Context: an optimization exercise on an open-source flow, tuned for small area, a short achievable clock period and few clock cycles per item. The choices shown serve that exercise and are no tape-out recipe. At most, simulation tests tie the RTL to the original design; equivalence was not proved. The RTL of run 2 was laid out without a check of its function. No activity file was given, so power comes from the tool's default toggle rates.

==> design/flow/design.v <==
`timescale 1ns / 1ps
package sngf_pkg;
   localparam int CSR_W   = 13;
   localparam int ROW_W   = 12;
   localparam int COL_W   = 12;
   localparam int LEN_W   = 13;
   localparam int COLOR_W = 24;
   localparam logic [CSR_W-1:0] ROW_WIDTH_RESET = 13'd800;
endpackage
`timescale 1ns / 1ps
`timescale 1ns / 1ps
`timescale 1ns / 1ps
`timescale 1ns / 1ps
module scanline_nearest_gap_fill (
   input  logic        clock,
   input  logic        reset,
   input  logic        req_push,
   output logic        req_full,
   input  logic [24:0] req_data,
   output logic        rsp_empty,
   input  logic        rsp_pop,
   output logic [61:0] rsp_data,
   input  logic        csr_valid,
   output logic        csr_ready,
   input  logic [12:0] csr_data
);
   logic [12:0] wid_ff;       
   logic [11:0] col_ff;
   logic [11:0] row_ff;
   logic        seen_ff;
   logic [11:0] scol_ff;      
   logic [23:0] sclr_ff;      
   logic        blk_ff;       
   logic        re_ff;        
   logic        past_ff;      
   logic        tok_ff;       
   logic        gbig_ff;      
   logic        cnz_ff;       
   logic        rinc_ff;      
   logic        ov_ff;
   logic [11:0] o_start_ff;
   logic [12:0] o_len_ff;
   logic [23:0] o_clr_ff;
   logic        o_last_ff;
   logic        pb_ff;        
   logic        pt_ff;        
   logic        odd_ff;       
   logic        pend_ff;      
   logic        fk0_ff;       
   logic        fk2_ff;       
   logic        sampled;
   logic [23:0] new_clr;
   logic        pend;
   logic        out_free;
   logic        accept;
   logic        tail_s;
   logic [11:0] gap;
   logic [12:0] tail_len;
   logic [12:0] wid_in;
   logic [12:0] col_x;
   logic        load;
   logic        row_inc;
   logic [11:0] n_start;
   logic [12:0] n_len;
   logic [23:0] n_clr;
   logic        n_last;
   logic        n_pb, n_pt, n_odd;
   logic        n_re, n_ov;
   assign csr_ready = 1'b1;
   assign rsp_empty = !ov_ff;
   assign rsp_data  = {o_start_ff, o_len_ff, row_ff, o_clr_ff, o_last_ff};
   assign sampled  = req_data[24];
   assign new_clr  = req_data[23:0];
   assign pend     = pend_ff;
   assign out_free = !ov_ff || rsp_pop;
   assign req_full = fk0_ff || (pend_ff && sampled)
                     || (!rsp_pop && (fk2_ff || (ov_ff && sampled)));
   assign accept   = req_push && !req_full;
   assign tail_s   = re_ff && !past_ff;
   assign row_inc  = rinc_ff && out_free && !pend;
   assign col_x    = {1'b0, col_ff};
   assign gap      = col_ff - scol_ff;
   assign tail_len = wid_ff - {1'b0, scol_ff};
   always_comb begin
      if (csr_data == 13'd0)
         wid_in = 13'd1;
      else if (csr_data[12] && (csr_data[11:0] != 12'd0))
         wid_in = 13'd4096;
      else
         wid_in = csr_data;
   end
   always_comb begin
      load    = 1'b0;
      n_start = scol_ff;
      n_len   = 13'd1;
      n_clr   = sclr_ff;
      n_last  = 1'b1;
      n_pb    = pb_ff;
      n_pt    = pt_ff;
      n_odd   = odd_ff;
      if (pend) begin
         if (out_free) begin
            load = 1'b1;
            if (pb_ff) begin
               n_start = o_start_ff + o_len_ff[11:0];
               n_len   = o_len_ff + {12'd0, odd_ff};
               n_last  = !pt_ff;
               n_pb    = 1'b0;
            end else begin
               n_pt    = 1'b0;
            end
         end
      end else if (accept) begin
         if (sampled && !seen_ff) begin
            if (cnz_ff) begin
               load    = 1'b1;
               n_start = 12'd0;
               n_len   = col_x;
               n_clr   = new_clr;
               n_last  = !tail_s;
               n_pt    = tail_s;
            end else if (tail_s) begin
               load    = 1'b1;
               n_start = 12'd0;
               n_clr   = new_clr;
            end
         end else if (sampled) begin
            load = 1'b1;
            if (gbig_ff) begin
               n_len  = {2'b00, gap[11:1]};
               n_last = 1'b0;
               n_pb   = 1'b1;
               n_odd  = gap[0];
               n_pt   = tail_s;
            end else begin
               n_clr  = new_clr;
               n_last = !tail_s;
               n_pt   = tail_s;
            end
         end else if (re_ff && seen_ff && tok_ff) begin
            load  = 1'b1;
            n_len = tail_len;
         end
      end
   end
   always_comb begin
      if (blk_ff)
         n_re = (col_x + 13'd1) >= wid_ff;
      else if (accept)
         n_re = re_ff ? (wid_ff == 13'd1) : ((col_x + 13'd2) >= wid_ff);
      else
         n_re = re_ff;
      n_ov = load || (ov_ff && !rsp_pop);
   end
   always_ff @(posedge clock) begin
      if (reset) begin
         wid_ff  <= sngf_pkg::ROW_WIDTH_RESET;
         col_ff  <= '0;
         row_ff  <= '0;
         rinc_ff <= 1'b0;
         seen_ff <= 1'b0;
         blk_ff  <= 1'b0;
         re_ff   <= 1'b0;
         past_ff <= 1'b0;
         cnz_ff  <= 1'b0;
         ov_ff   <= 1'b0;
         pb_ff   <= 1'b0;
         pt_ff   <= 1'b0;
         pend_ff <= 1'b0;
         fk0_ff  <= 1'b0;
         fk2_ff  <= 1'b0;
      end else begin
         blk_ff <= csr_valid;
         if (csr_valid) wid_ff <= wid_in;
         re_ff <= n_re;
         if (blk_ff)
            past_ff <= col_x >= wid_ff;
         else if (accept)
            past_ff <= 1'b0;
         if (accept) begin
            col_ff  <= re_ff ? 12'd0 : col_ff + 12'd1;
            seen_ff <= !re_ff && (seen_ff || sampled);
            cnz_ff  <= !re_ff;
         end
         row_ff  <= row_ff + {11'd0, row_inc};
         rinc_ff <= (accept && re_ff) || (rinc_ff && !row_inc);
         ov_ff   <= n_ov;
         pb_ff   <= n_pb;
         pt_ff   <= n_pt;
         pend_ff <= n_pb || n_pt;
         fk0_ff  <= csr_valid || ((n_pb || n_pt) && n_re);
         fk2_ff  <= n_ov && n_re;
      end
   end
   always_ff @(posedge clock) begin
      if (blk_ff)
         tok_ff <= wid_ff > {1'b0, scol_ff};
      else if (accept && sampled)
         tok_ff <= 1'b1;
      if (accept) gbig_ff <= !sampled;
      if (accept && sampled) begin
         scol_ff <= col_ff;
         sclr_ff <= new_clr;
      end
      odd_ff <= n_odd;
      if (load) begin
         o_start_ff <= n_start;
         o_len_ff   <= n_len;
         o_clr_ff   <= n_clr;
         o_last_ff  <= n_last;
      end
   end
endmodule
==> design/flow/flow/run.sh <==
#!/bin/bash
# The standard layout, with the ports buffered by a plain buffer cell
# (buffer_ports otherwise picks sky130_fd_sc_hd__clkdlybuf4s50_1).
set -euo pipefail
export BUFFER_PORTS_ARGS="-buffer_cell sky130_fd_sc_hd__buf_1"
bash standard.sh > standard_flow.log 2>&1
==> design/flow/standard.sh <==
#!/bin/bash
# synth_recipe.tcl (not shown) runs the flow's synth.tcl, then flattens the netlist and writes it again
# the make line also repeats each setting of config.mk as NAME=value (left out here)
make -C /OpenROAD-flow-scripts/flow DESIGN_CONFIG=/design/flow/config.mk WORK_HOME=/design/flow/orfs CLKGATE_MAP_FILE= SYNTH_SCRIPT=/design/flow/synth_recipe.tcl "${@:-finish}"
==> design/flow/config.mk <==
export PLATFORM = sky130hd
export DESIGN_NAME = scanline_nearest_gap_fill
export DESIGN_NICKNAME = scanline_nearest_gap_fill
export VERILOG_FILES = /design/flow/design.v
export SDC_FILE = /design/flow/constraint.sdc
export NUM_CORES = 4
export LEC_CHECK = 0
export CAP_MARGIN = 20
export CORE_MARGIN = 2
export CORE_UTILIZATION = 40
export CTS_BUF_LIST = sky130_fd_sc_hd__clkbuf_4 sky130_fd_sc_hd__clkbuf_8
export SETUP_SLACK_MARGIN = 2.55
export SLEW_MARGIN = 20
==> design/flow/constraint.sdc <==
create_clock -name core_clock -period 5.0 [get_ports {clock}]
set_input_delay 1.0000 -clock core_clock [delete_from_list [all_inputs] [get_ports {clock}]]
set_output_delay 1.0000 -clock core_clock [all_outputs]
set_load 0.01 [all_outputs]
==> results of run 1 <==
critical path: stages:
cell	delay (ns)
buf_12	0.11
a21oi_4	0.17
o21ai_2	0.07
buf_2	0.14
worst max-delay path by stage:
stage,slack (ns),end,start,cells after the start
final,2.51,req_full,req_data[24],4
after global routing,2.41,fk0_ff$_SDFF_PP0_,col_ff[2]$_SDFFE_PP0P_,12
after CTS,2.46,req_full,req_data[24],4
after detailed placement,1.70,o_len_ff[9]$_DFFE_PP_,req_data[24],7
after global placement,1.72,o_len_ff[9]$_DFFE_PP_,req_data[24],7
after floorplan,2.55,o_len_ff[9]$_DFFE_PP_,req_data[24],7
metal layers:
layer  vias up  track usage (%)  routed length (um)  share of wire (%)
li1       3436                -                   -                  -
met1      3293             27.5               10600                 47
met2       196             32.6               10400                 46
met3        34             4.15                1170                5.1
met4         0             6.79                 480                2.1
met5         -                0                   0                  0
layout make-up:
type / count / area [um2]
Fill cell: 1948 / 10800
Clock inverter: 15 / 171
Timing Repair Buffer: 143 / 722
Clock buffer: 17 / 234
Tap cell: 275 / 344
Inverter: 42 / 164
Multi-Input combinational cell: 643 / 4910
Sequential cell: 138 / 3690
sequential cells by signal, indices dropped and copies added, names as in the netlist, 12 cells and up:
register	flops
col_ff	12
o_clr_ff	24
o_len_ff	13
o_start_ff	12
row_ff	12
sclr_ff	24
scol_ff	12
wid_ff	13
stage by stage:
stage               std cells  instance area (um2)
floorplan                 857                 8650
global placement         1208                 9260
detailed placement       1208                 9260
CTS                      1257                 9940
global route             1273                10200
finish                   1273                10200
placed cells by master (no fill, tap or decap), types with 31 or more instances in the layout:
cell	count
buf_1	102
edfxtp_1	89
ha_1	72
nor2_1	65
nand2_1	58
a21oi_1	51
inv_1	38
dfxtp_1	35
o21ai_0	31
buf_4	31
power by group:
part | switching [W] | leakage (nW) | internal [W]
combinational | 0.000237 | 2.54 | 0.000157
clock | 0.000530 | 0.198 | 0.000380
sequential | 0.0000412 | 1.23 | 0.00126
total | 0.000808 | 3.96 | 0.00180
timing repair:
action	4_1_cts	5_1_grt
cloned	0	0
pin swaps	15	28
buffers inserted	17	16
setup endpoints to repair	114	42
resized for setup	51	45
cell families (layout without fill, tap and decap cells):
kind of cell | Yosys count | in the layout | synth area share, %
other | 1 | 1 | 0.0438
and+or+nand+nor | 264 | 264 | 15.0
DFF | 138 | 138 | 42.7
buffers and inverters | 76 | 217 | 3.73
xor gates and xnor gates | 64 | 64 | 6.55
muxes | 32 | 32 | 4.11
adders and majority gates | 80 | 80 | 12.0
AOI/OAI and AO/OA | 202 | 202 | 15.9
==> run_results.csv, run 1 <==
group,metric,value,unit
run_status,status,"timing/DRC/antenna clean",
critical_path,crit_type,"in -> out",
floorplan,die_area,0.0226,mm2
power_and_ir_drop,finalPower,0.00261,W
critical_path,r2r_slack,2.53,ns
power_and_ir_drop,p_leak,3.96,nW
route,drt-total-wl,22.7,mm
route,routed-via-count,6959,
place,io_buffers,106,
global_route,grt_pass1_vias,6710,
place,hpwl,16.8,mm
global_route,grt_max_degree,51,
yosys,ys_types,70,
critical_path,cp_data_arrival_time,1.49,ns
cts,clk_pin_slew_worst_paths,0.08,ns
timing,finClkSkew,0.0218,ns
yosys,netlist.area_leader.share,31.2,%
timing,timing.hold.ws,0.472,ns
cts,ctsHtreeMaxLevel,4,
worst_hold_path,hold_depth,2,
yosys,synth_seq_cells,138,
power_and_ir_drop,p_per_area,255,mW/mm2
route,post-route-drc-count,0,
yosys,syn_nets,980,
timing,setup_violations,0,
yosys,synth_area,0.00856,mm2
yosys,yosys-top-cells-count,"edfxtp_1 (89), ha_1 (77), nor2_1 (71), nand2_1 (64), a21oi_1 (55)",
critical_path,r2r_end,"fk0_ff$_SDFF_PP0_",
timing,fmax,402,MHz
yosys,async_flop_share,0,%
critical_path,r2r-start,"col_ff[2]$_SDFFE_PP0P_",
yosys,synth_top_cell_by_area,"edfxtp_1",
cells_and_area,antenna_cells,0,
yosys,yosys_most_used_dff,"edfxtp_1",
floorplan,die_height,150,um
timing,rsz0062_at_grt,"true",
global_route,gr-total-overflow,0,
cts,cts_made_buffers,17,
place,gp_congestion,0.901,
cts,clockBufferDepth,2,
worst_hold_path,hold_start,"rinc_ff$_SDFF_PP0_",
timing,tns,0,ns
critical_path,cp_max_fo,3,
floorplan,io_pins,108,
critical_path,cp-start-kind,"input port",
yosys,synth_cells,857,
yosys,ys_seq_area_share,42.7,%
worst_hold_path,worstHoldPathType,"reg -> reg",
route,detail_route.first_pass.iterations,5,
route,drt_iter0_drc,442,
cells_and_area,area_delta_synth_final,19.6,%
place,preCtsSetupSlack,1.70,ns
yosys,yosys_warnings,1,
global_route,antenna_found_initial,0,
timing,final-hold-violation-count,0,
worst_hold_path,hold_path_end,"rinc_ff$_SDFF_PP0_",
timing,period_minus_slack,2.49,ns
run,maxCapViolations,0,
yosys,avgSynthCellArea,9.99,um2
power_and_ir_drop,irDropWorstVdd,0.153,mV
cts,cts_sinks,138,
critical_path,cp.required,4.00,ns
cts,ctsHoldBuffers,0,
cts,cts_tree,"done",
cts,cts.root.buffer_cell,"clkbuf_8",
cells_and_area,post-route-util,48.7,%
floorplan,start_util,40.7,%
timing,slew_headroom,39.1,%
timing,fin_crit_sh,49.8,%
yosys,synthTopCellsByArea,"edfxtp_1 (31%), dfxtp_1 (11%), ha_1 (11%)",
yosys,synth-edff-count,89,
floorplan,die_w,150,um
yosys,yosysMostFrequentCell,"edfxtp_1",
cells_and_area,layout-drive-gt1-share,15.9,%
timing,maxSlewViolCount,0,
route,ant_nets,0,
global_route,grt_pass1_wl,35.4,mm
route,wire_per_inst,17.8,um
timing,worst_slew_pin_slew,0.911,ns
cells_and_area,layout.nets,1108,
floorplan,fp-row-count,53,
cts,clkLatencyLatePin,0.47,ns
global_route,grt_use_total,20.3,%
critical_path,reg2regPathDepth,12,
timing,fin_ws,2.51,ns
critical_path,critPathCaptureType,"output pin",
route,vias_per_cell,5.47,
floorplan,coreArea,0.0210,mm2
Testbench counts, summed over its fixed seeds: cycles 27,221, runs 12,397.
==> run 2: changes to the inputs <==
--- a/design/flow/design.v
+++ b/design/flow/design.v
@@ -41,7 +41,6 @@
    logic [11:0] o_start_ff;
    logic [12:0] o_len_ff;
    logic [23:0] o_clr_ff;
-   logic        o_last_ff;
    logic        pb_ff;        
    logic        pt_ff;        
    logic        odd_ff;       
@@ -63,12 +62,11 @@
    logic [11:0] n_start;
    logic [12:0] n_len;
    logic [23:0] n_clr;
-   logic        n_last;
    logic        n_pb, n_pt, n_odd;
    logic        n_re, n_ov;
    assign csr_ready = 1'b1;
    assign rsp_empty = !ov_ff;
-   assign rsp_data  = {o_start_ff, o_len_ff, row_ff, o_clr_ff, o_last_ff};
+   assign rsp_data  = {o_start_ff, o_len_ff, row_ff, o_clr_ff, !pend_ff};
    assign sampled  = req_data[24];
    assign new_clr  = req_data[23:0];
    assign pend     = pend_ff;
@@ -94,7 +92,6 @@
       n_start = scol_ff;
       n_len   = 13'd1;
       n_clr   = sclr_ff;
-      n_last  = 1'b1;
       n_pb    = pb_ff;
       n_pt    = pt_ff;
       n_odd   = odd_ff;
@@ -104,7 +101,6 @@
             if (pb_ff) begin
                n_start = o_start_ff + o_len_ff[11:0];
                n_len   = o_len_ff + {12'd0, odd_ff};
-               n_last  = !pt_ff;
                n_pb    = 1'b0;
             end else begin
                n_pt    = 1'b0;
@@ -117,7 +113,6 @@
                n_start = 12'd0;
                n_len   = col_x;
                n_clr   = new_clr;
-               n_last  = !tail_s;
                n_pt    = tail_s;
             end else if (tail_s) begin
                load    = 1'b1;
@@ -128,13 +123,11 @@
             load = 1'b1;
             if (gbig_ff) begin
                n_len  = {2'b00, gap[11:1]};
-               n_last = 1'b0;
                n_pb   = 1'b1;
                n_odd  = gap[0];
                n_pt   = tail_s;
             end else begin
                n_clr  = new_clr;
-               n_last = !tail_s;
                n_pt   = tail_s;
             end
          end else if (re_ff && seen_ff && tok_ff) begin
@@ -207,7 +200,6 @@
          o_start_ff <= n_start;
          o_len_ff   <= n_len;
          o_clr_ff   <= n_clr;
-         o_last_ff  <= n_last;
       end
    end
 endmodule
--- a/design/flow/config.mk
+++ b/design/flow/config.mk
@@ -5,6 +5,7 @@
 export SDC_FILE = /design/flow/constraint.sdc
 export NUM_CORES = 4
 export LEC_CHECK = 0
+export ABC_AREA = 1
 export CAP_MARGIN = 20
 export CORE_MARGIN = 2
 export CORE_UTILIZATION = 40
==> run 2 against run 1 <==
  * Sequential power is essentially flat
  * Worst setup slack gained 0.046 ns
  * Total power grew 6.3%
  * Combinational power grew 27%
  * Final cell count grew 27%
  * First-iteration DRC count grew 47%
  * Area after synthesis grew 7.7%
  * Largest power group unchanged
==> run_results.csv, run 2 <==
group,metric,value,unit
global_route,gr-total-overflow,0,
worst_hold_path,worstHoldPathType,"reg -> reg",
cells_and_area,layout_common_cells,"nand2_1 (291), inv_1 (150), nor2_1 (105)",
global_route,grt_pass1_wl,40.2,mm
timing,finClkSkew,0.0197,ns
global_route,antenna_found_initial,0,
cts,cts_sinks,137,
timing,worst_slew_pin_slew,0.957,ns
route,detail_route.first_pass.iterations,5,
route,drt-total-wl,25.4,mm
route,post-route-drc-count,0,
cts,clockBufferDepth,2,
yosys,synth_seq_cells,137,
cts,ctsHtreeMaxLevel,4,
global_route,grt_use_total,21.2,%
global_route,grtUsageMet2,36.4,%
yosys,synth_area,0.00922,mm2
cts,cts.root.buffer_cell,"clkbuf_8",
timing,period_minus_slack,2.44,ns
route,drt_iter0_drc,651,
timing,final-hold-violation-count,0,
critical_path,r2r_slack,2.56,ns
critical_path,cp_max_fo,6,
global_route,met3_usage,2.94,%
yosys,ys_types,47,
timing,slew_headroom,36.0,%
critical_path,reg2regPathDepth,17,
yosys,synth_cells,1178,
yosys,yosys-top-cells-count,"nand2_1 (298), inv_1 (159), nor2_1 (118), nand3_1 (93)",
floorplan,fp-row-count,55,
timing,rsz0062_at_grt,"true",
yosys,yosys_warnings,1,
yosys,yosysMostFrequentCell,"nand2_1",
route,ant_nets,0,
global_route,grt_pass1_vias,7865,
run_status,status,"timing/DRC/antenna clean",
cts,clk_pin_slew_worst_paths,0.09,ns
worst_hold_path,hold_depth,2,
floorplan,start_util,40.7,%
critical_path,cp.required,5.38,ns
route,vias_per_cell,5.16,
cells_and_area,reg_top3,"o_clr_ff (24), sclr_ff (24)",
timing,fmax,409,MHz
cells_and_area,layout.nets,1439,
critical_path,cp_data_arrival_time,2.83,ns
cells_and_area,area_delta_synth_final,17.8,%
power_and_ir_drop,p_per_area,255,mW/mm2
yosys,synthTopCellsByArea,"edfxtp_1 (29%), nand2_1 (12%), dfxtp_1 (11%)",
floorplan,die_w,156,um
place,hpwl,19.3,mm
cts,ctsHoldBuffers,0,
cells_and_area,final_common_cell,"nand2_1",
power_and_ir_drop,p_leak,4.81,nW
global_route,grt_max_degree,31,
critical_path,cpPeakStageDelay,0.44,ns
critical_path,cp_cell_sequence,"ha_4 > nand2_4 > inv_4 > nand3_4 > nor2_4 > nand2_2 > xor2_2 > ha_1 > nand2_1 > nor2_2 > inv_1 > nor2_1 > nand2_1 > nand3_1 > nor2_2 > nand3b_1 > nor2_1",
critical_path,cpMaxStageDelayCell,"dfxtp_4",
power_and_ir_drop,finalPower,0.00277,W
yosys,syn_nets,1301,
critical_path,crit_type,"reg -> reg",
timing,tns,0,ns
floorplan,die_height,156,um
timing,fin_crit_sh,48.9,%
cells_and_area,layout-drive-gt1-share,12.6,%
power_and_ir_drop,irDropWorstVdd,0.157,mV
yosys,ys_seq_area_share,39.3,%
run,maxCapViolations,0,
floorplan,io_pins,108,
yosys,avgSynthCellArea,7.82,um2
cells_and_area,antenna_cells,0,
cts,cts_tree,"done",
floorplan,coreArea,0.0226,mm2
timing,maxSlewViolCount,0,
place,gp_congestion,0.945,
critical_path,critPathCaptureType,"flip-flop",
cts,cts_made_buffers,17,
timing,setup_violations,0,
route,wire_per_inst,15.8,um
global_route,top_usage_layer,"met2",
place,io_buffers,106,
global_route,met1_usage,26.5,%
critical_path,cp-start-kind,"flip-flop",
floorplan,die_area,0.0243,mm2
yosys,async_flop_share,0,%
yosys,yosys_most_used_dff,"edfxtp_1",
yosys,synth_top_cell_by_area,"edfxtp_1",
yosys,netlist.area_leader.share,28.7,%
cells_and_area,post-route-util,48.0,%
route,routed-via-count,8334,
cts,clkLatencyLatePin,0.45,ns
yosys,synth-edff-count,88,
run 2: logic make-up after synthesis:
group | count (synthesis) | synth area share [%]
AO/OA/AOI/OAI | 164 | 9.83
XOR/XNOR | 24 | 2.28
multiplexers | 24 | 3.75
other | 1 | 0.0407
AND/OR/NAND/NOR | 562 | 25.8
buffers and inverters | 186 | 7.87
flip-flops | 137 | 39.3
adder cells (fa/ha/maj) | 80 | 11.1
run 2: worst max-delay path, delay by kind of cell, from the launching register on:
kind	cells	cell delay [ns]
and+or+nand+nor	12	1.19
xor gates and xnor gates	1	0.16
adders and majority gates	2	0.47
buffers and inverters	2	0.12
DFF	1	0.44
run 2: area by class of cell:
cell class,count,area [um2]
Inverter,161,624
Sequential cell,137,3660
Timing Repair Buffer,143,706
Tap cell,285,357
Clock inverter,15,180
Multi-Input combinational cell,855,5090
Timing Repair inverter,1,5.00
Clock buffer,17,234
Fill cell,2243,11800
run 2: repair_timing:
item | 4_1_cts | 5_1_grt
pin swaps | 13 | 23
gates cloned | 0 | 1
endpoints found under the setup margin | 125 | 63
hold endpoints to repair | 0 | 0
resized for setup | 56 | 30
buffers inserted | 20 | 10
run 2: power breakdown:
part	switching (W)	internal, W
sequential	0.0000441	0.00126
clock	0.000498	0.000465
combinational	0.000318	0.000182
total	0.000860	0.00191
run 2: stage by stage:
step / std cells / hold slack [ns] / setup WS (ns) / instance area (um2)
5_1_grt: 1614 / 0.499 / 2.38 / 10900
4_1_cts: 1603 / 0.474 / 2.55 / 10700
3_3_place_gp: 1551 / 0.452 / 1.49 / 9940
2_1_floorplan: 1178 / 0.445 / 2.20 / 9260
6_report: 1614 / 0.470 / 2.56 / 10900
3_5_place_dp: 1551 / 0.460 / 1.41 / 9940
run 2: final timing paths:
check                             to                    from
setup / recovery   fk2_ff$_SDFF_PP0_  col_ff[1]$_SDFFE_PP0P_
hold / removal    rinc_ff$_SDFF_PP0_      rinc_ff$_SDFF_PP0_
setup reg to reg   fk2_ff$_SDFF_PP0_  col_ff[1]$_SDFFE_PP0P_
hold reg to reg   rinc_ff$_SDFF_PP0_      rinc_ff$_SDFF_PP0_
run 2: routing by layer:
metal | vias up | wire length [um]
met5 | - | 0
li1 | 4213 | -
met3 | 61 | 1120
met4 | 0 | 1080
met2 | 237 | 12000
met1 | 3823 | 11200
==> run 3: changes to the inputs <==
--- a/design/flow/design.v
+++ b/design/flow/design.v
@@ -43,9 +43,12 @@
    logic [23:0] o_clr_ff;
    logic        pb_ff;        
    logic        pt_ff;        
+   logic        pu_ff;        
+   logic        o_last_ff;
    logic        odd_ff;       
    logic        pend_ff;      
    logic        fk0_ff;       
+   logic        fk1_ff;       
    logic        fk2_ff;       
    logic        sampled;
    logic [23:0] new_clr;
@@ -64,14 +67,15 @@
    logic [23:0] n_clr;
    logic        n_pb, n_pt, n_odd;
    logic        n_re, n_ov;
+   logic        n_pu, n_last, n_seen, n_gbig, n_pend;
    assign csr_ready = 1'b1;
    assign rsp_empty = !ov_ff;
-   assign rsp_data  = {o_start_ff, o_len_ff, row_ff, o_clr_ff, !pend_ff};
+   assign rsp_data  = {o_start_ff, o_len_ff, row_ff, o_clr_ff, o_last_ff};
    assign sampled  = req_data[24];
    assign new_clr  = req_data[23:0];
    assign pend     = pend_ff;
    assign out_free = !ov_ff || rsp_pop;
-   assign req_full = fk0_ff || (pend_ff && sampled)
+   assign req_full = fk0_ff || (fk1_ff && sampled)
                      || (!rsp_pop && (fk2_ff || (ov_ff && sampled)));
    assign accept   = req_push && !req_full;
    assign tail_s   = re_ff && !past_ff;
@@ -94,17 +98,25 @@
       n_clr   = sclr_ff;
       n_pb    = pb_ff;
       n_pt    = pt_ff;
+      n_pu    = pu_ff;
       n_odd   = odd_ff;
+      n_last  = 1'b1;
       if (pend) begin
          if (out_free) begin
             load = 1'b1;
             if (pb_ff) begin
                n_start = o_start_ff + o_len_ff[11:0];
                n_len   = o_len_ff + {12'd0, odd_ff};
+               n_last  = !pt_ff;
                n_pb    = 1'b0;
+            end else if (pu_ff) begin
+               n_start = o_start_ff + o_len_ff[11:0];
+               n_pu    = 1'b0;
             end else begin
                n_pt    = 1'b0;
             end
+            if (accept && sampled)
+               n_pu = 1'b1;
          end
       end else if (accept) begin
          if (sampled && !seen_ff) begin
@@ -113,6 +125,7 @@
                n_start = 12'd0;
                n_len   = col_x;
                n_clr   = new_clr;
+               n_last  = !tail_s;
                n_pt    = tail_s;
             end else if (tail_s) begin
                load    = 1'b1;
@@ -123,11 +136,13 @@
             load = 1'b1;
             if (gbig_ff) begin
                n_len  = {2'b00, gap[11:1]};
+               n_last = 1'b0;
                n_pb   = 1'b1;
                n_odd  = gap[0];
                n_pt   = tail_s;
             end else begin
                n_clr  = new_clr;
+               n_last = !tail_s;
                n_pt   = tail_s;
             end
          end else if (re_ff && seen_ff && tok_ff) begin
@@ -143,7 +158,10 @@
          n_re = re_ff ? (wid_ff == 13'd1) : ((col_x + 13'd2) >= wid_ff);
       else
          n_re = re_ff;
-      n_ov = load || (ov_ff && !rsp_pop);
+      n_ov   = load || (ov_ff && !rsp_pop);
+      n_seen = accept ? (!re_ff && (seen_ff || sampled)) : seen_ff;
+      n_gbig = accept ? !sampled : gbig_ff;
+      n_pend = n_pb || n_pt || n_pu;
    end
    always_ff @(posedge clock) begin
       if (reset) begin
@@ -152,6 +170,8 @@
          row_ff  <= '0;
          rinc_ff <= 1'b0;
          seen_ff <= 1'b0;
+         pu_ff   <= 1'b0;
+         fk1_ff  <= 1'b0;
          blk_ff  <= 1'b0;
          re_ff   <= 1'b0;
          past_ff <= 1'b0;
@@ -172,7 +192,6 @@
             past_ff <= 1'b0;
          if (accept) begin
             col_ff  <= re_ff ? 12'd0 : col_ff + 12'd1;
-            seen_ff <= !re_ff && (seen_ff || sampled);
             cnz_ff  <= !re_ff;
          end
          row_ff  <= row_ff + {11'd0, row_inc};
@@ -180,8 +199,11 @@
          ov_ff   <= n_ov;
          pb_ff   <= n_pb;
          pt_ff   <= n_pt;
-         pend_ff <= n_pb || n_pt;
-         fk0_ff  <= csr_valid || ((n_pb || n_pt) && n_re);
+         pu_ff   <= n_pu;
+         seen_ff <= n_seen;
+         pend_ff <= n_pend;
+         fk0_ff  <= csr_valid || (n_pend && n_re);
+         fk1_ff  <= n_pend && !(n_seen && !n_gbig && !n_re && !n_pt);
          fk2_ff  <= n_ov && n_re;
       end
    end
@@ -190,7 +212,7 @@
          tok_ff <= wid_ff > {1'b0, scol_ff};
       else if (accept && sampled)
          tok_ff <= 1'b1;
-      if (accept) gbig_ff <= !sampled;
+      gbig_ff <= n_gbig;
       if (accept && sampled) begin
          scol_ff <= col_ff;
          sclr_ff <= new_clr;
@@ -200,6 +222,7 @@
          o_start_ff <= n_start;
          o_len_ff   <= n_len;
          o_clr_ff   <= n_clr;
+         o_last_ff  <= n_last;
       end
    end
 endmodule
--- a/design/flow/config.mk
+++ b/design/flow/config.mk
@@ -5,7 +5,6 @@
 export SDC_FILE = /design/flow/constraint.sdc
 export NUM_CORES = 4
 export LEC_CHECK = 0
-export ABC_AREA = 1
 export CAP_MARGIN = 20
 export CORE_MARGIN = 2
 export CORE_UTILIZATION = 40
==> run 3 against run 2 <==
  * Core utilization up 1.2 points
  * Maximum frequency is 3.7% lower
  * Clock skew down 0.00059 ns
  * Sequential share of layout area is 2.2 points higher
  * Global-route usage decreased by 1.6 points
  * Critical path depth is 7 lower
  * Worst setup slack worse by 0.095 ns
  * Non-clock buffer count is 8 higher
  * First-iteration DRC count decreased by 21%
  * Register-to-register slack lost 0.09 ns
  * Area after synthesis fell by 7.3%
  * Critical endpoint is now o_len_ff[9]$_DFFE_PP_
==> run_results.csv, run 3 <==
group,metric,value,unit
timing,tns,0,ns
yosys,yosysMostFrequentCell,"edfxtp_1",
cts,ctsHoldBuffers,0,
timing,setup_violations,0,
route,drt_iter0_drc,512,
yosys,synthTopCellsByArea,"edfxtp_1 (31%), dfxtp_1 (12%), ha_1 (11%)",
route,ant_nets,0,
cts,clk_pin_slew_worst_paths,0.10,ns
yosys,ys_types,62,
cts,cts_made_buffers,17,
cells_and_area,seqCellArea,0.00372,mm2
floorplan,die_area,0.0225,mm2
yosys,synth-edff-count,88,
cts,clkLatencyLatePin,0.46,ns
critical_path,cp-start-kind,"flip-flop",
run,maxCapViolations,0,
floorplan,start_util,40.6,%
floorplan,io_pins,108,
cells_and_area,reg_top3,"o_clr_ff (24), sclr_ff (24)",
critical_path,cpPeakStageDelay,0.42,ns
floorplan,coreArea,0.0210,mm2
cts,cts_sinks,140,
route,post-route-drc-count,0,
cells_and_area,stdcell_count,1279,
timing,rsz0062_at_grt,"true",
worst_hold_path,worstHoldPathType,"reg -> reg",
timing,finClkSkew,0.0191,ns
yosys,avgSynthCellArea,9.98,um2
route,wire_per_inst,17.2,um
place,gp_congestion,0.853,
run_status,status,"timing/DRC/antenna clean",
route,drt-total-wl,22.0,mm
yosys,ys_seq_area_share,43.1,%
cells_and_area,n_fill_cell,1970,
cells_and_area,design_area,0.0103,mm2
critical_path,cp_cell_sequence,"buf_6 > ha_4 > fa_2 > nor2b_2 > o211ai_1 > a21oi_2 > a31oi_1 > xnor2_1 > a221oi_2 > o22ai_1",
critical_path,cp_max_fo,2,
power_and_ir_drop,p_leak,4.06,nW
cells_and_area,post-route-util,49.2,%
place,preCtsSetupSlack,1.41,ns
global_route,gr-total-overflow,0,
cells_and_area,antenna_cells,0,
cells_and_area,layout_common_cells,"buf_1 (103), edfxtp_1 (88), nor2_1 (71)",
place,place_area,0.00926,mm2
yosys,synth_area,0.00854,mm2
route,routed-via-count,6910,
yosys,yosys_most_used_dff,"edfxtp_1",
cts,cts.root.buffer_cell,"clkbuf_8",
route,detail_route.first_pass.iterations,6,
cts,cts_tree,"done",
yosys,async_flop_share,0,%
route,vias_per_cell,5.40,
timing,fin_ws,2.46,ns
cts,clockBufferDepth,2,
yosys,yosys-top-cells-count,"edfxtp_1 (88), ha_1 (77), nor2_1 (77), a21oi_1 (56), nand2_1 (56)",
yosys,synth_top_cell_by_area,"edfxtp_1",
cts,ctsHtreeMaxLevel,4,
critical_path,cpMaxStageDelayCell,"edfxtp_1",
critical_path,r2r_slack,2.46,ns
cells_and_area,layout-drive-gt1-share,17.9,%
place,io_buffers,106,
timing,worst_slew_pin_slew,1.00,ns
cells_and_area,final_common_cell,"buf_1",
floorplan,die_w,150,um
timing,maxSlewViolCount,0,
global_route,grt_use_total,19.6,%
cells_and_area,multi_input_area,0.00489,mm2
place,dp_cells,1206,
cells_and_area,layout.nets,1114,
power_and_ir_drop,irDropWorstVdd,0.150,mV
timing,final-hold-violation-count,0,
yosys,syn_nets,979,
timing,fmax,394,MHz
critical_path,path_buf_inv,1,
timing,fin_crit_sh,50.7,%
timing,period_minus_slack,2.54,ns
yosys,synth_cells,856,
yosys,yosys_warnings,1,
critical_path,crit_type,"reg -> reg",
place,hpwl,15.6,mm
yosys,synth_seq_cells,140,
timing,slew_headroom,33.1,%
critical_path,cp_top_family,"compound AO/OA/AOI/OAI gates",
floorplan,die_height,150,um
critical_path,cp.required,5.21,ns
yosys,netlist.area_leader.share,30.9,%
cells_and_area,area_delta_synth_final,21.0,%
critical_path,cp_data_arrival_time,2.75,ns
critical_path,critPathCaptureType,"flip-flop",
global_route,grt_pass1_vias,6567,
power_and_ir_drop,p_per_area,257,mW/mm2
global_route,antenna_found_initial,0,
global_route,grt_max_degree,51,
floorplan,fp-row-count,53,
global_route,grt_pass1_wl,34.5,mm
run 3: logic make-up after synthesis:
logic type,count (synthesis),share of synthesized area [%]
adders and majority gates,80,12.0
DFF,140,43.1
buffers and inverters,81,3.91
xor gates and xnor gates,67,6.87
and+or+nand+nor,239,13.4
other,1,0.0439
AOI/OAI and AO/OA,222,17.3
muxes,26,3.40
run 3: final cells by class:
cell class	count	area share, %
flip-flops and latches	140	36.0
well taps	275	3.33
repair buffers	151	7.69
multi-input cells	636	47.4
clock inverters	15	1.78
clock buffers	17	2.26
inverters	45	1.63
run 3: final timing paths:
| path | from | to | cells after the start |
|---|---|---|---|
| hold reg to reg | row_ff[11]$_SDFF_PP0_ | row_ff[11]$_SDFF_PP0_ | 2 |
| setup / recovery | scol_ff[0]$_DFFE_PP_ | o_len_ff[9]$_DFFE_PP_ | 10 |
| setup reg to reg | scol_ff[0]$_DFFE_PP_ | o_len_ff[9]$_DFFE_PP_ | 10 |
| hold / removal | row_ff[11]$_SDFF_PP0_ | row_ff[11]$_SDFF_PP0_ | 2 |
run 3: repair_timing:
item / 4_1_cts / 5_1_grt
buffers inserted: 23 / 17
cloned: 1 / 0
pin swaps: 18 / 42
setup endpoints to repair: 150 / 41
resized for setup: 59 / 41
run 3: through the flow:
step,power [W],hold slack [ns]
3_5_place_dp,0.00170,0.503
6_report,0.00265,0.526
5_1_grt,0.00277,0.544
4_1_cts,0.00266,0.524
3_3_place_gp,0.00170,0.487
2_1_floorplan,0.00160,0.432
run 3: worst min-delay path, stage by stage (launching register included):
cell	delay, ns
dfxtp_1	0.35
xor2_1	0.07
nor2_1	0.07
run 3: routing by layer:
layer  global-route usage (%)  vias up  wire, um
li1                         -     3429         -
met1                     27.8     3278     10600
met2                     30.6      176     10000
met3                     3.58       27      1050
met4                     5.57        0       320
met5                        0        -         0
run 3: report_power, final:
| group | internal (W) | leakage, nW | switching (W) | total (W) |
|---|---|---|---|---|
| registers | 0.00128 | 1.24 | 0.0000407 | 0.00132 |
| clock network | 0.000387 | 0.210 | 0.000549 | 0.000936 |
| logic | 0.000171 | 2.60 | 0.000228 | 0.000399 |
| total | 0.00183 | 4.06 | 0.000818 | 0.00265 |
Testbench counts of run 3, summed over its fixed seeds: cycles 25,740, runs 12,397.
==> run 4: changes to the inputs <==
--- a/design/flow/config.mk
+++ b/design/flow/config.mk
@@ -7,7 +7,7 @@
 export LEC_CHECK = 0
 export CAP_MARGIN = 20
 export CORE_MARGIN = 2
-export CORE_UTILIZATION = 40
+export CORE_UTILIZATION = 75
 export CTS_BUF_LIST = sky130_fd_sc_hd__clkbuf_4 sky130_fd_sc_hd__clkbuf_8
 export SETUP_SLACK_MARGIN = 2.55
 export SLEW_MARGIN = 20
==> run 4 against run 3 <==
  * The flow now stops in 5_1_grt
  * Synthesized cell count is the same
  * Area after synthesis is the same
==> run_results.csv, run 4 <==
group,metric,value,unit
floorplan,die_height,111,um
yosys,yosys_most_used_dff,"edfxtp_1",
cts,cts_made_buffers,17,
floorplan,io_pins,108,
yosys,synth_cells,856,
place,io_buffers,106,
global_route,grt_max_degree,51,
run_status,status,"aborted with a tool error",
yosys,syn_nets,979,
yosys,synthTopCellsByArea,"edfxtp_1 (31%), dfxtp_1 (12%), ha_1 (11%)",
cts,ctsHtreeMaxLevel,4,
floorplan,fp-row-count,38,
timing,grt-worst-endpoint,"o_len_ff[9]$_DFFE_PP_/D",
yosys,async_flop_share,0,%
place,preCtsSetupSlack,1.48,ns
cts,cts.root.buffer_cell,"clkbuf_8",
run_status,lastStage,"5_1_grt",
yosys,ys_types,62,
floorplan,start_util,77.8,%
cts,clockBufferDepth,2,
place,hpwl,16.3,mm
yosys,ys_seq_area_share,43.1,%
yosys,synth-edff-count,88,
run_status,tool.error,"[ERROR GRT-0232] Routing congestion too high. Check the congestion heatmap in the GUI.",
yosys,synth_top_cell_by_area,"edfxtp_1",
floorplan,die_w,111,um
yosys,yosysMostFrequentCell,"edfxtp_1",
place,gp_congestion,0.956,
cts,cts_sinks,140,
yosys,avgSynthCellArea,9.98,um2
timing,worst-ep-kind,"sequential cell input",
global_route,gr-total-overflow,229,
yosys,netlist.area_leader.share,30.9,%
yosys,yosys-top-cells-count,"edfxtp_1 (88), ha_1 (77), nor2_1 (77), a21oi_1 (56), nand2_1 (56)",
place,place_area,0.00909,mm2
yosys,yosys_warnings,1,
yosys,synth_seq_cells,140,
global_route,grt_use_total,82.4,%
yosys,synth_area,0.00854,mm2
-- run 4: cell counts after synthesis --
Identical to the previous run, type by type.
-- run 4: per-stage QoR --
step	std cells	total power, W	hold slack [ns]	utilization [%]
floorplan	856	0.00160	0.432	-
global placement	1071	0.00168	0.478	82.8
detailed placement	1071	0.00171	0.500	82.8
CTS	1127	0.00285	0.502	91.2
-- run 4: how the worst min path moves through the flow --
stage                       startpoint               endpoint  slack, ns  cells past startpoint
4_1_cts         col_ff[0]$_SDFFE_PP0P_   scol_ff[0]$_DFFE_PP_       0.50                      0
3_5_place_dp      past_ff$_SDFFE_PP0P_   past_ff$_SDFFE_PP0P_       0.50                      2
3_3_place_gp      past_ff$_SDFFE_PP0P_   past_ff$_SDFFE_PP0P_       0.48                      2
2_1_floorplan  col_ff[11]$_SDFFE_PP0P_  scol_ff[11]$_DFFE_PP_       0.43                      0
-- run 4: cells by family after synthesis --
logic type	count (synthesis)	share of synthesized area, %
XOR/XNOR	67	6.87
buffers and inverters	81	3.91
other	1	0.0439
flip-flops	140	43.1
AO/OA/AOI/OAI	222	17.3
multiplexers	26	3.40
AND/OR/NAND/NOR	239	13.4
adder cells (fa/ha/maj)	80	12.0
-- run 4: power groups by stage --
stage	clock [W]	combinational [W]	sequential (W)
CTS	0.00114	0.000395	0.00132
detailed placement	0	0.000358	0.00135
global placement	0	0.000339	0.00134
floorplan	0	0.000259	0.00134
-- run 4: what timing repair did --
item / in CTS
pin swaps: 25
endpoints found under the setup margin: 153
gates resized for setup: 74
setup buffers: 24
hold buffers: 0
-- run 4: routing by layer --
layer | GRT usage (%) | overflow
met5 | 7.08 | 0
met4 | 87.9 | 72
met3 | 65.9 | 6
met2 | 100 | 149
met1 | 81.5 | 2
==> run 5: changes to the inputs <==
--- a/design/flow/config.mk
+++ b/design/flow/config.mk
@@ -7,7 +7,7 @@
 export LEC_CHECK = 0
 export CAP_MARGIN = 20
 export CORE_MARGIN = 2
-export CORE_UTILIZATION = 75
+export CORE_UTILIZATION = 60
 export CTS_BUF_LIST = sky130_fd_sc_hd__clkbuf_4 sky130_fd_sc_hd__clkbuf_8
 export SETUP_SLACK_MARGIN = 2.55
 export SLEW_MARGIN = 20
==> run 5 against run 4 <==
  * Now clean on timing, DRC and antenna
  * Synthesized cell count is the same
  * Area after synthesis did not move
==> run_results.csv, run 5 <==
group,metric,value,unit
yosys,synth-edff-count,88,
critical_path,cp-start-kind,"flip-flop",
route,post-route-drc-count,0,
yosys,ys_types,62,
yosys,synth_seq_cells,140,
route,routed-via-count,7112,
timing,setup_violations,0,
floorplan,die_w,123,um
yosys,avgSynthCellArea,9.98,um2
yosys,synthTopCellsByArea,"edfxtp_1 (31%), dfxtp_1 (12%), ha_1 (11%)",
route,ant_nets,0,
power_and_ir_drop,p_leak,4.05,nW
yosys,yosys_most_used_dff,"edfxtp_1",
global_route,grt_use_total,28.3,%
timing,final-hold-violation-count,0,
yosys,netlist.area_leader.share,30.9,%
global_route,top_usage_layer,"met2",
cts,cts.root.buffer_cell,"clkbuf_8",
cells_and_area,antenna_cells,0,
critical_path,cp_data_arrival_time,2.71,ns
timing,rsz0062_at_grt,"true",
yosys,ys_seq_area_share,43.1,%
timing,fin_crit_sh,50.1,%
cells_and_area,layout_common_cells,"buf_1 (103), edfxtp_1 (88), nor2_1 (73)",
global_route,grtUsageMet2,48.4,%
cts,ctsHtreeMaxLevel,4,
global_route,grt_pass1_vias,6827,
yosys,async_flop_share,0,%
route,vias_per_cell,6.00,
run_status,status,"timing/DRC/antenna clean",
timing,fmax,400,MHz
timing,tns,0,ns
critical_path,critPathCaptureType,"flip-flop",
timing,period_minus_slack,2.50,ns
worst_hold_path,worstHoldPathType,"reg -> reg",
global_route,met1_usage,35.4,%
place,gp_congestion,0.908,
cts,cts_tree,"done",
place,hpwl,15.2,mm
route,drt-total-wl,21.4,mm
cells_and_area,layout.nets,1116,
yosys,synth_cells,856,
floorplan,coreArea,0.0139,mm2
global_route,antenna_found_initial,0,
critical_path,cp.required,5.20,ns
yosys,synth_top_cell_by_area,"edfxtp_1",
critical_path,cp_max_fo,3,
cts,ctsHoldBuffers,0,
global_route,met3_usage,5.17,%
timing,worst_slew_pin_slew,1.06,ns
cts,clkLatencyLatePin,0.46,ns
floorplan,io_pins,108,
power_and_ir_drop,finalPower,0.00264,W
route,wire_per_inst,18.0,um
cells_and_area,layout-drive-gt1-share,17.3,%
timing,slew_headroom,29.2,%
run,maxCapViolations,0,
cells_and_area,final_common_cell,"buf_1",
route,detail_route.first_pass.iterations,5,
floorplan,die_height,123,um
cts,cts_sinks,140,
yosys,syn_nets,979,
cts,clk_pin_slew_worst_paths,0.09,ns
critical_path,crit_type,"reg -> reg",
cells_and_area,area_delta_synth_final,18.9,%
route,drt_iter0_drc,650,
yosys,yosysMostFrequentCell,"edfxtp_1",
cts,clockBufferDepth,2,
global_route,grt_max_degree,51,
yosys,yosys-top-cells-count,"edfxtp_1 (88), ha_1 (77), nor2_1 (77), a21oi_1 (56), nand2_1 (56)",
floorplan,start_util,61.5,%
global_route,grt_pass1_wl,33.2,mm
floorplan,die_area,0.0152,mm2
power_and_ir_drop,p_per_area,260,mW/mm2
cts,cts_made_buffers,17,
power_and_ir_drop,irDropWorstVdd,0.136,mV
timing,maxSlewViolCount,0,
yosys,synth_area,0.00854,mm2
floorplan,fp-row-count,43,
timing,finClkSkew,0.0111,ns
place,io_buffers,106,
yosys,yosys_warnings,1,
global_route,gr-total-overflow,0,
cells_and_area,reg_top3,"o_clr_ff (24), sclr_ff (24)",
[run 5: cell families (layout without fill, tap and decap cells)]
logic type	Yosys count	in the layout	share of synthesized area [%]
mux	26	26	3.40
buf+inv	81	231	3.91
fa+ha+maj	80	80	12.0
flops	140	140	43.1
simple gates	239	239	13.4
xor+xnor	67	67	6.87
other cells	1	1	0.0439
compound gates	222	222	17.3
[run 5: area by class of cell]
class | count | area, um2
Clock buffer | 17 | 234
Clock inverter | 15 | 168
Fill cell | 1028 | 3720
Inverter | 45 | 169
Multi-Input combinational cell | 635 | 4840
Sequential cell | 140 | 3710
Tap cell | 180 | 225
Timing Repair Buffer | 154 | 807
[run 5: layer usage]
layer  wire [um]  vias to the layer above
li1            -                     3425
met1        9130                     3370
met2       10600                      275
met3        1210                       42
met4         486                        0
met5           0                        -
[run 5: final timing paths]
path,start,end,slack (ns),cells after the start
worst min register to register,past_ff$_SDFFE_PP0P_,past_ff$_SDFFE_PP0P_,0.50,2
worst max register to register,scol_ff[0]$_DFFE_PP_,o_len_ff[9]$_DFFE_PP_,2.50,9
worst min-delay path,past_ff$_SDFFE_PP0P_,past_ff$_SDFFE_PP0P_,0.50,2
worst max-delay path,scol_ff[0]$_DFFE_PP_,o_len_ff[9]$_DFFE_PP_,2.50,9
[run 5: critical path: stages, from the launching register on]
cell      delay [ns]
edfxtp_1        0.47
ha_2            0.24
fa_2            0.39
nor2b_4         0.13
o211ai_1        0.15
a21oi_2         0.23
a31oi_2         0.11
xnor2_1         0.15
a221oi_2        0.29
o22ai_1         0.10
[run 5: stage by stage]
step	worst slack, ns	cells	area (um2)	utilization [%]	hold slack (ns)
6_report	2.50	1186	10200	73.2	0.498
5_1_grt	2.40	1186	10200	73.2	0.536
4_1_cts	2.47	1169	9900	71.3	0.485
3_5_place_dp	1.56	1111	9140	65.9	0.471
3_3_place_gp	1.67	1111	9140	65.9	0.470
2_1_floorplan	2.05	856	8660	-	0.432
[run 5: report_power, final]
part	switching (W)	total (W)	internal [W]
registers	0.0000414	0.00132	0.00128
logic	0.000229	0.000400	0.000171
clock network	0.000504	0.000926	0.000422
[run 5: repair_timing]
item	4_1_cts	5_1_grt
pin swaps	23	28
hold endpoints to repair	0	0
endpoints found under the setup margin	150	58
gates resized for setup	58	27
buffers inserted	26	17
==> run 6: changes to the inputs <==
--- a/design/flow/config.mk
+++ b/design/flow/config.mk
@@ -9,5 +9,5 @@
 export CORE_MARGIN = 2
 export CORE_UTILIZATION = 60
 export CTS_BUF_LIST = sky130_fd_sc_hd__clkbuf_4 sky130_fd_sc_hd__clkbuf_8
-export SETUP_SLACK_MARGIN = 2.55
+export SETUP_SLACK_MARGIN = 2.7
 export SLEW_MARGIN = 20
==> run 6 against run 5 <==
  * Die area unchanged
  * Still clean
  * Critical endpoint unchanged
  * Critical path depth up 1
  * Maximum frequency up 0.24%
  * Largest power group unchanged
  * Worst setup slack better by 0.0059 ns
  * Clock-buffer cell count up 1
  * Sequential share of layout area down 1.5 points
  * Largest cell class unchanged
  * Via count up 3.1%
  * Core utilization up 3.2 points
==> run_results.csv, run 6 <==
group,metric,value,unit
global_route,met3_usage,5.72,%
place,io_buffers,106,
global_route,antenna_found_initial,0,
cells_and_area,n_fill_cell,941,
cells_and_area,post-route-util,76.4,%
yosys,synth_area,0.00854,mm2
critical_path,cpPeakStageDelay,0.46,ns
cells_and_area,reg_top3,"o_clr_ff (24), sclr_ff (24)",
cells_and_area,seqCellArea,0.00372,mm2
yosys,synth_cells,856,
global_route,grt_pass1_wl,34.4,mm
global_route,top_usage_layer,"met2",
cts,cts.root.buffer_cell,"clkbuf_8",
yosys,synth_fa_ha_area_share,12.0,%
cts,clkLatencyLatePin,0.47,ns
cells_and_area,layout.nets,1143,
cts,ctsHoldBuffers,0,
yosys,ys_types,62,
critical_path,crit_type,"reg -> reg",
cells_and_area,layout_common_cells,"buf_1 (103), edfxtp_1 (88), nor2_1 (71)",
yosys,avgSynthCellArea,9.98,um2
place,hpwl,15.1,mm
critical_path,cp_top_family,"compound AO/OA/AOI/OAI gates",
timing,slew_headroom,57.5,%
yosys,synth_top_cell_by_area,"edfxtp_1",
global_route,grt_pass1_vias,7043,
yosys,synth_seq_cells,140,
route,drt-total-wl,22.4,mm
timing,final-hold-violation-count,0,
yosys,synth_xor_area_share,6.87,%
yosys,muxShareOfSynthArea,3.40,%
timing,setup_violations,0,
floorplan,io_pins,108,
critical_path,cp-start-kind,"flip-flop",
floorplan,coreArea,0.0139,mm2
timing,worst_slew_pin_slew,0.636,ns
yosys,ys_seq_area_share,43.1,%
floorplan,die_area,0.0152,mm2
run,maxCapViolations,0,
run_status,status,"timing/DRC/antenna clean",
route,vias_per_cell,6.04,
global_route,gr-total-overflow,0,
cts,ctsHtreeMaxLevel,4,
yosys,netlist.area_leader.share,30.9,%
critical_path,r2r_slack,2.50,ns
critical_path,cp_data_arrival_time,2.71,ns
timing,period_minus_slack,2.50,ns
cells_and_area,final_common_cell,"buf_1",
yosys,yosys_warnings,1,
floorplan,fp-row-count,43,
floorplan,die_w,123,um
yosys,syn_nets,979,
worst_hold_path,worstHoldPathType,"reg -> reg",
cells_and_area,multi_input_area,0.00503,mm2
yosys,yosys_most_used_dff,"edfxtp_1",
yosys,synth_top_family_by_area,"compound AO/OA/AOI/OAI gates",
global_route,met1_usage,36.6,%
cts,cts_tree,"done",
route,ant_nets,0,
timing,fmax,401,MHz
floorplan,die_height,123,um
cts,clockBufferDepth,2,
power_and_ir_drop,irDropWorstVdd,0.176,mV
timing,timing.hold.ws,0.515,ns
yosys,synth_compound_area_share,17.3,%
critical_path,path_buf_inv,1,
global_route,grt_max_degree,51,
cells_and_area,antenna_cells,0,
yosys,synth-edff-count,88,
critical_path,cp.required,5.21,ns
place,gp_congestion,0.983,
cts,cts_sinks,140,
critical_path,cp_cell_sequence,"buf_6 > ha_4 > fa_2 > nor2b_2 > o211ai_1 > a21oi_2 > a31oi_1 > xnor2_1 > a221oi_2 > o22ai_1",
power_and_ir_drop,p_leak,4.21,nW
cts,clk_pin_slew_worst_paths,0.08,ns
route,detail_route.first_pass.iterations,5,
yosys,yosys-top-cells-count,"edfxtp_1 (88), ha_1 (77), nor2_1 (77), a21oi_1 (56), nand2_1 (56)",
cells_and_area,area_delta_synth_final,24.1,%
critical_path,critPathCaptureType,"flip-flop",
yosys,async_flop_share,0,%
timing,maxSlewViolCount,0,
route,wire_per_inst,18.5,um
cells_and_area,layout-drive-gt1-share,22.0,%
critical_path,cp_max_fo,2,
yosys,yosysMostFrequentCell,"edfxtp_1",
power_and_ir_drop,p_per_area,253,mW/mm2
route,routed-via-count,7330,
route,post-route-drc-count,0,
global_route,grt_use_total,29.2,%
cts,cts_made_buffers,17,
route,drt_iter0_drc,514,
timing,tns,0,ns
floorplan,start_util,61.5,%
yosys,synth_simple_gate_area_share,13.4,%
timing,rsz0062_at_grt,"true",
timing,fin_crit_sh,49.9,%
critical_path,cpMaxStageDelayCell,"edfxtp_1",
yosys,synthTopCellsByArea,"edfxtp_1 (31%), dfxtp_1 (12%), ha_1 (11%)",
timing,finClkSkew,0.0147,ns
global_route,grtUsageMet2,49.6,%
==> run 6: worst paths after layout <==
| check | endpoint | start | cells after the start |
|---|---|---|---|
| min reg2reg | past_ff$_SDFFE_PP0P_ | past_ff$_SDFFE_PP0P_ | 2 |
| max | o_len_ff[9]$_DFFE_PP_ | scol_ff[0]$_DFFE_PP_ | 10 |
| min | past_ff$_SDFFE_PP0P_ | past_ff$_SDFFE_PP0P_ | 2 |
| max reg2reg | o_len_ff[9]$_DFFE_PP_ | scol_ff[0]$_DFFE_PP_ | 10 |
==> run 6: cells by family after synthesis <==
| family | Yosys count |
|---|---|
| compound gates | 222 |
| xor+xnor | 67 |
| fa+ha+maj | 80 |
| buf+inv | 81 |
| flops | 140 |
| mux | 26 |
| other cells | 1 |
| simple gates | 239 |
==> run 6: area by class of cell <==
| class | instances | area share [%] |
|---|---|---|
| clock buffer | 18 | 2.28 |
| clock inverter | 14 | 1.49 |
| inverter | 45 | 1.59 |
| multi-input combinational | 636 | 47.5 |
| sequential | 140 | 35.1 |
| tap | 180 | 2.12 |
| timing repair buffer | 180 | 9.98 |
==> run 6: worst reg2reg max path: cells and delay by family (launching register included) <==
family	cells	cell delay (ns)
AOI/OAI and AO/OA	5	0.82
adders and majority gates	2	0.53
DFF	1	0.46
buffers and inverters	1	0.16
xor gates and xnor gates	1	0.15
and+or+nand+nor	1	0.14
==> run 6: power by group <==
part	switching (W)	internal, W	leakage [nW]	total (W)
Combinational	0.000242	0.000196	2.77	0.000438
Sequential	0.0000420	0.00128	1.24	0.00132
Clock	0.000471	0.000457	0.200	0.000928
==> run 6: what timing repair did <==
item,4_1_cts,5_1_grt
endpoints found under the hold margin,0,0
pin swaps,36,33
setup endpoints to repair,155,116
resized for setup,81,39
buffers inserted,43,23
cloned,0,3
==> run 6: layer usage <==
layer  wire length, um  part of all wire, %  up-vias
met2             11100                   49      295
li1                  -                    -     3487
met1              9440                   42     3499
met3              1410                  6.3       49
met4               490                  2.2        0
met5                 0                    0        -
==> run 6: stage by stage <==
stage	cell area [um2]	total power, W	setup slack, ns	cells
6_report	10600	0.00268	2.50	1213
5_1_grt	10600	0.00279	2.41	1213
4_1_cts	10200	0.00265	2.47	1186
3_5_place_dp	9180	0.00170	1.52	1111
3_3_place_gp	9180	0.00169	1.66	1111
2_1_floorplan	8690	0.00160	2.05	856
==> run 7: changes to the inputs <==
--- a/design/flow/config.mk
+++ b/design/flow/config.mk
@@ -9,5 +9,5 @@
 export CORE_MARGIN = 2
 export CORE_UTILIZATION = 60
 export CTS_BUF_LIST = sky130_fd_sc_hd__clkbuf_4 sky130_fd_sc_hd__clkbuf_8
-export SETUP_SLACK_MARGIN = 2.7
+export SETUP_SLACK_MARGIN = 2.45
 export SLEW_MARGIN = 20
==> run 7 against run 6 <==
  * Area after synthesis did not move
  * Largest power group unchanged
  * Still clean
  * Final cell count fell by 3.5%
  * Total power fell by 1.9%
  * Flip-flop and latch count did not move
  * Hold slack got worse by 0.023 ns
  * Highest routed layer unchanged
==> run_results.csv, run 7 <==
group,metric,value,unit
floorplan,die_w,123,um
floorplan,die_area,0.0152,mm2
power_and_ir_drop,p_per_area,264,mW/mm2
critical_path,cp_top_family,"compound AO/OA/AOI/OAI gates",
floorplan,die_height,123,um
worst_hold_path,hold_start,"past_ff$_SDFFE_PP0P_",
yosys,ys_seq_area_share,43.1,%
cts,clk_pin_slew_worst_paths,0.09,ns
floorplan,coreArea,0.0139,mm2
worst_hold_path,worstHoldPathType,"reg -> reg",
yosys,async_flop_share,0,%
route,routed-via-count,7075,
timing,finClkSkew,0.0127,ns
cells_and_area,layout-drive-gt1-share,15.1,%
place,gp_congestion,0.908,
yosys,synthTopCellsByArea,"edfxtp_1 (31%), dfxtp_1 (12%), ha_1 (11%)",
yosys,synth_xor_area_share,6.87,%
timing,period_minus_slack,2.54,ns
critical_path,crit_type,"in -> out",
cells_and_area,final_common_cell,"buf_1",
power_and_ir_drop,p_leak,3.97,nW
global_route,grt_pass1_vias,6721,
cells_and_area,seqCellArea,0.00371,mm2
run,maxCapViolations,0,
yosys,synth_compound_area_share,17.3,%
timing,final-hold-violation-count,0,
place,place_area,0.00914,mm2
critical_path,path_buf_inv,2,
yosys,synth_cells,856,
timing,fmax,394,MHz
yosys,synth-edff-count,88,
critical_path,cp.required,4.00,ns
cts,clockBufferDepth,2,
cts,ctsHtreeMaxLevel,4,
cells_and_area,layout_common_cells,"buf_1 (103), edfxtp_1 (88), nor2_1 (74)",
critical_path,cp_data_arrival_time,1.54,ns
yosys,synth_top_family_by_area,"compound AO/OA/AOI/OAI gates",
global_route,grt_pass1_wl,32.7,mm
route,vias_per_cell,6.05,
cells_and_area,area_delta_synth_final,16.9,%
yosys,synth_area,0.00854,mm2
yosys,yosysMostFrequentCell,"edfxtp_1",
power_and_ir_drop,irDropWorstVdd,0.137,mV
cells_and_area,reg_top3,"o_clr_ff (24), sclr_ff (24)",
cells_and_area,multi_input_area,0.00479,mm2
yosys,yosys_warnings,1,
timing,rsz0062_at_grt,"true",
floorplan,io_pins,108,
cells_and_area,antenna_cells,0,
yosys,ys_types,62,
global_route,antenna_found_initial,0,
route,detail_route.first_pass.iterations,7,
place,io_buffers,106,
yosys,synth_top_cell_by_area,"edfxtp_1",
cts,cts_sinks,140,
yosys,avgSynthCellArea,9.98,um2
timing,fin_crit_sh,50.8,%
yosys,syn_nets,979,
critical_path,cp_cell_sequence,"buf_12 > a21oi_4 > o21ai_2 > buf_2",
global_route,grt_use_total,27.9,%
route,post-route-drc-count,0,
cells_and_area,design_area,0.00999,mm2
run_status,status,"timing/DRC/antenna clean",
critical_path,critPathCaptureType,"output pin",
yosys,yosys-top-cells-count,"edfxtp_1 (88), ha_1 (77), nor2_1 (77), a21oi_1 (56), nand2_1 (56)",
yosys,yosys_most_used_dff,"edfxtp_1",
route,drt-total-wl,20.9,mm
global_route,grt_max_degree,51,
cells_and_area,n_fill_cell,1042,
cells_and_area,layout.nets,1100,
critical_path,r2r-start,"scol_ff[0]$_DFFE_PP_",
power_and_ir_drop,finalPower,0.00263,W
critical_path,cp-start-kind,"input port",
timing,slew_headroom,27.7,%
timing,maxSlewViolCount,0,
yosys,netlist.area_leader.share,30.9,%
yosys,synth_seq_cells,140,
global_route,gr-total-overflow,0,
yosys,muxShareOfSynthArea,3.40,%
cts,cts_tree,"done",
floorplan,start_util,61.5,%
timing,setup_violations,0,
critical_path,cpMaxStageDelayCell,"a21oi_4",
cts,ctsHoldBuffers,0,
place,hpwl,15.2,mm
yosys,synth_fa_ha_area_share,12.0,%
route,ant_nets,0,
route,drt_iter0_drc,477,
yosys,synth_simple_gate_area_share,13.4,%
critical_path,crit_path_start,"req_data[24]",
timing,worst_slew_pin_slew,1.08,ns
floorplan,fp-row-count,43,
critical_path,cp_max_fo,7,
route,wire_per_inst,17.9,um
cts,cts_made_buffers,17,
critical_path,cpPeakStageDelay,0.19,ns
cts,cts.root.buffer_cell,"clkbuf_8",
timing,tns,0,ns
cts,clkLatencyLatePin,0.45,ns
==> run 7: report_power, final <==
group          switching, W  internal, W
registers         0.0000414      0.00128
logic              0.000226     0.000165
clock network      0.000504     0.000422
==> run 7: logic make-up (layout without fill, tap and decap cells) <==
group	Yosys count	after routing
AND/OR/NAND/NOR	239	239
AO/OA/AOI/OAI	222	222
flip-flops	140	140
buffers and inverters	81	215
adder cells (fa/ha/maj)	80	80
XOR/XNOR	67	67
multiplexers	26	26
other	1	1
==> run 7: routing by layer <==
layer  vias up  routed length (um)  track usage, %
li1       3391                   -               -
met1      3377                8980            35.2
met2       271               10300            47.5
met3        36                1210            5.03
met4         0                 416            10.8
met5         -                   0               0
==> run 7: worst paths after layout <==
path                            slack (ns)  cells past startpoint                    end
worst min-delay path                  0.49                      2   past_ff$_SDFFE_PP0P_
worst max-delay path                  2.46                      4               req_full
worst max register to register        2.50                      9  o_len_ff[9]$_DFFE_PP_
worst min register to register        0.49                      2   past_ff$_SDFFE_PP0P_
==> run 7: repair_timing <==
item | CTS | global route
buffers inserted | 12 | 15
pin swaps | 12 | 22
gates resized for setup | 37 | 33
endpoints found under the setup margin | 109 | 96
==> run 7: stage by stage <==
stage | utilization (%) | hold slack [ns] | std cells | setup slack [ns]
finish | 71.9 | 0.491 | 1170 | 2.46
global route | 71.9 | 0.526 | 1170 | 2.36
CTS | 70.2 | 0.485 | 1155 | 2.45
detailed placement | 65.9 | 0.471 | 1111 | 1.56
global placement | 65.9 | 0.470 | 1111 | 1.67
floorplan | - | 0.432 | 856 | 2.05
==> run 7: final cells by class <==
class	instances	area share (%)
multi-input combinational	635	48.0
inverter	45	1.69
sequential	140	37.2
tap	180	2.26
clock inverter	15	1.68
clock buffer	17	2.34
timing repair buffer	138	6.85
==> run 7: worst min-delay path, cell delays in order, from the launching register on <==
cell	delay [ns]
dfxtp_1	0.32
nand3_1	0.06
o21ai_0	0.07
==> run 8: changes to the inputs <==
--- a/design/flow/config.mk
+++ b/design/flow/config.mk
@@ -5,9 +5,9 @@
 export SDC_FILE = /design/flow/constraint.sdc
 export NUM_CORES = 4
 export LEC_CHECK = 0
-export CAP_MARGIN = 20
+export CAP_MARGIN = 5
 export CORE_MARGIN = 2
 export CORE_UTILIZATION = 60
 export CTS_BUF_LIST = sky130_fd_sc_hd__clkbuf_4 sky130_fd_sc_hd__clkbuf_8
-export SETUP_SLACK_MARGIN = 2.45
-export SLEW_MARGIN = 20
+export SETUP_SLACK_MARGIN = 2.55
+export SLEW_MARGIN = 5
==> run 8 against run 7 <==
  * Critical path type is now reg -> reg
  * Highest routed layer unchanged
  * First-iteration DRC count increased by 36%
  * Maximum frequency up 1.4%
  * Still clean on timing, DRC and antenna
  * Core utilization is 1.2 points higher
  * Largest cell class unchanged
  * Via count is 0.52% higher
  * Clock power about the same
  * Area after synthesis unchanged
  * Routed wire length rose by 2.3%
  * Synthesized cell count stayed put
  * Flip-flop and latch count unchanged
==> run_results.csv, run 8 <==
group,metric,value,unit
global_route,grt_pass1_vias,6827,
route,detail_route.first_pass.iterations,5,
route,drt-total-wl,21.4,mm
yosys,async_flop_share,0,%
critical_path,reg2regPathDepth,9,
yosys,yosys-top-cells-count,"edfxtp_1 (88), ha_1 (77), nor2_1 (77), a21oi_1 (56), nand2_1 (56)",
timing,period_minus_slack,2.50,ns
cts,cts_sinks,140,
cts,clk_pin_slew_worst_paths,0.09,ns
yosys,ys_types,62,
place,gp_congestion,0.908,
floorplan,die_w,123,um
yosys,synth-edff-count,88,
global_route,antenna_found_initial,0,
timing,final-hold-violation-count,0,
power_and_ir_drop,p_per_area,260,mW/mm2
yosys,yosys_most_used_dff,"edfxtp_1",
yosys,synth_area,0.00854,mm2
worst_hold_path,hold_start,"past_ff$_SDFFE_PP0P_",
yosys,avgSynthCellArea,9.98,um2
cts,cts_made_buffers,17,
cells_and_area,antenna_cells,0,
worst_hold_path,hold_depth,2,
place,preCtsSetupSlack,1.56,ns
cells_and_area,multi_input_area,0.00484,mm2
cells_and_area,reg_top3,"o_clr_ff (24), sclr_ff (24)",
yosys,netlist.area_leader.share,30.9,%
worst_hold_path,worstHoldPathType,"reg -> reg",
cells_and_area,n_fill_cell,1028,
yosys,ys_seq_area_share,43.1,%
yosys,yosysMostFrequentCell,"edfxtp_1",
cells_and_area,layout_common_cells,"buf_1 (103), edfxtp_1 (88), nor2_1 (73)",
route,drt_iter0_drc,650,
critical_path,critPathCaptureType,"flip-flop",
timing,fin_ws,2.50,ns
floorplan,die_height,123,um
run_status,status,"timing/DRC/antenna clean",
cts,clkLatencyLatePin,0.46,ns
cts,cts_tree,"done",
route,routed-via-count,7112,
route,ant_nets,0,
timing,fin_crit_sh,50.1,%
route,post-route-drc-count,0,
cells_and_area,layout.nets,1116,
floorplan,io_pins,108,
power_and_ir_drop,p_leak,4.05,nW
yosys,syn_nets,979,
place,hpwl,15.2,mm
route,vias_per_cell,6.00,
## run 8: cells by family after synthesis
group / Yosys count / share of synthesized area (%)
and+or+nand+nor: 239 / 13.4
AOI/OAI and AO/OA: 222 / 17.3
DFF: 140 / 43.1
buffers and inverters: 81 / 3.91
adders and majority gates: 80 / 12.0
xor gates and xnor gates: 67 / 6.87
muxes: 26 / 3.40
other: 1 / 0.0439
## run 8: cell type report
| type | count | share of cell area [%] |
|---|---|---|
| multi-input combinational | 635 | 47.6 |
| sequential | 140 | 36.6 |
| timing repair buffer | 154 | 7.95 |
| clock buffer | 17 | 2.30 |
| tap | 180 | 2.22 |
| inverter | 45 | 1.66 |
| clock inverter | 15 | 1.65 |
## run 8: what timing repair did
| action | in CTS | in global routing |
|---|---|---|
| gates resized for setup | 58 | 27 |
| pin swaps | 23 | 28 |
| setup buffers | 26 | 17 |
| endpoints found under the setup margin | 150 | 58 |
| hold buffers | 0 | 0 |
## run 8: worst max-delay path: stages, from the launching register on
cell and delay (ns):
edfxtp_1 0.47, ha_2 0.24, fa_2 0.39, nor2b_4 0.13
o211ai_1 0.15, a21oi_2 0.23, a31oi_2 0.11, xnor2_1 0.15
a221oi_2 0.29, o22ai_1 0.10
## run 8: stage by stage
| stage | total power [W] | instance area (um2) | cells | utilization [%] |
|---|---|---|---|---|
| 4_1_cts | 0.00264 | 9900 | 1169 | 71.3 |
| 5_1_grt | 0.00275 | 10200 | 1186 | 73.2 |
| 3_5_place_dp | 0.00170 | 9140 | 1111 | 65.9 |
| 3_3_place_gp | 0.00168 | 9140 | 1111 | 65.9 |
| 2_1_floorplan | 0.00160 | 8660 | 856 | - |
| 6_report | 0.00264 | 10200 | 1186 | 73.2 |
## run 8: power breakdown
part	leakage [nW]	internal, W	total (W)	switching, W
logic	2.61	0.000171	0.000400	0.000229
clock network	0.201	0.000422	0.000926	0.000504
registers	1.24	0.00128	0.00132	0.0000414
## run 8: worst max-delay path by stage
stage	from	endpoint	slack, ns	cells past startpoint
floorplan	req_data[24]	o_clr_ff[0]$_DFFE_PP_	2.05	5
global placement	req_data[24]	o_start_ff[11]$_DFFE_PP_	1.67	8
detailed placement	req_data[24]	o_start_ff[9]$_DFFE_PP_	1.56	8
CTS	req_data[24]	req_full	2.47	4
global route	scol_ff[0]$_DFFE_PP_	o_len_ff[9]$_DFFE_PP_	2.40	9
finish	scol_ff[0]$_DFFE_PP_	o_len_ff[9]$_DFFE_PP_	2.50	9
## run 8: metal layers
metal	up-vias	track usage, %	wire (um)
met1	3370	35.4	9130
met3	42	5.17	1210
met4	0	11.0	486
met2	275	48.4	10600
li1	3425	-	-
met5	-	0	0

Re-timed with assumed drivers on the ports (clkbuf_16 on the clock, buf_2 on other inputs), run 8 has 2.447 ns of setup slack against 2.497 ns with ideal ports, and 2.050 ns once port delays also move by the mid clock arrival of 0.493 ns.
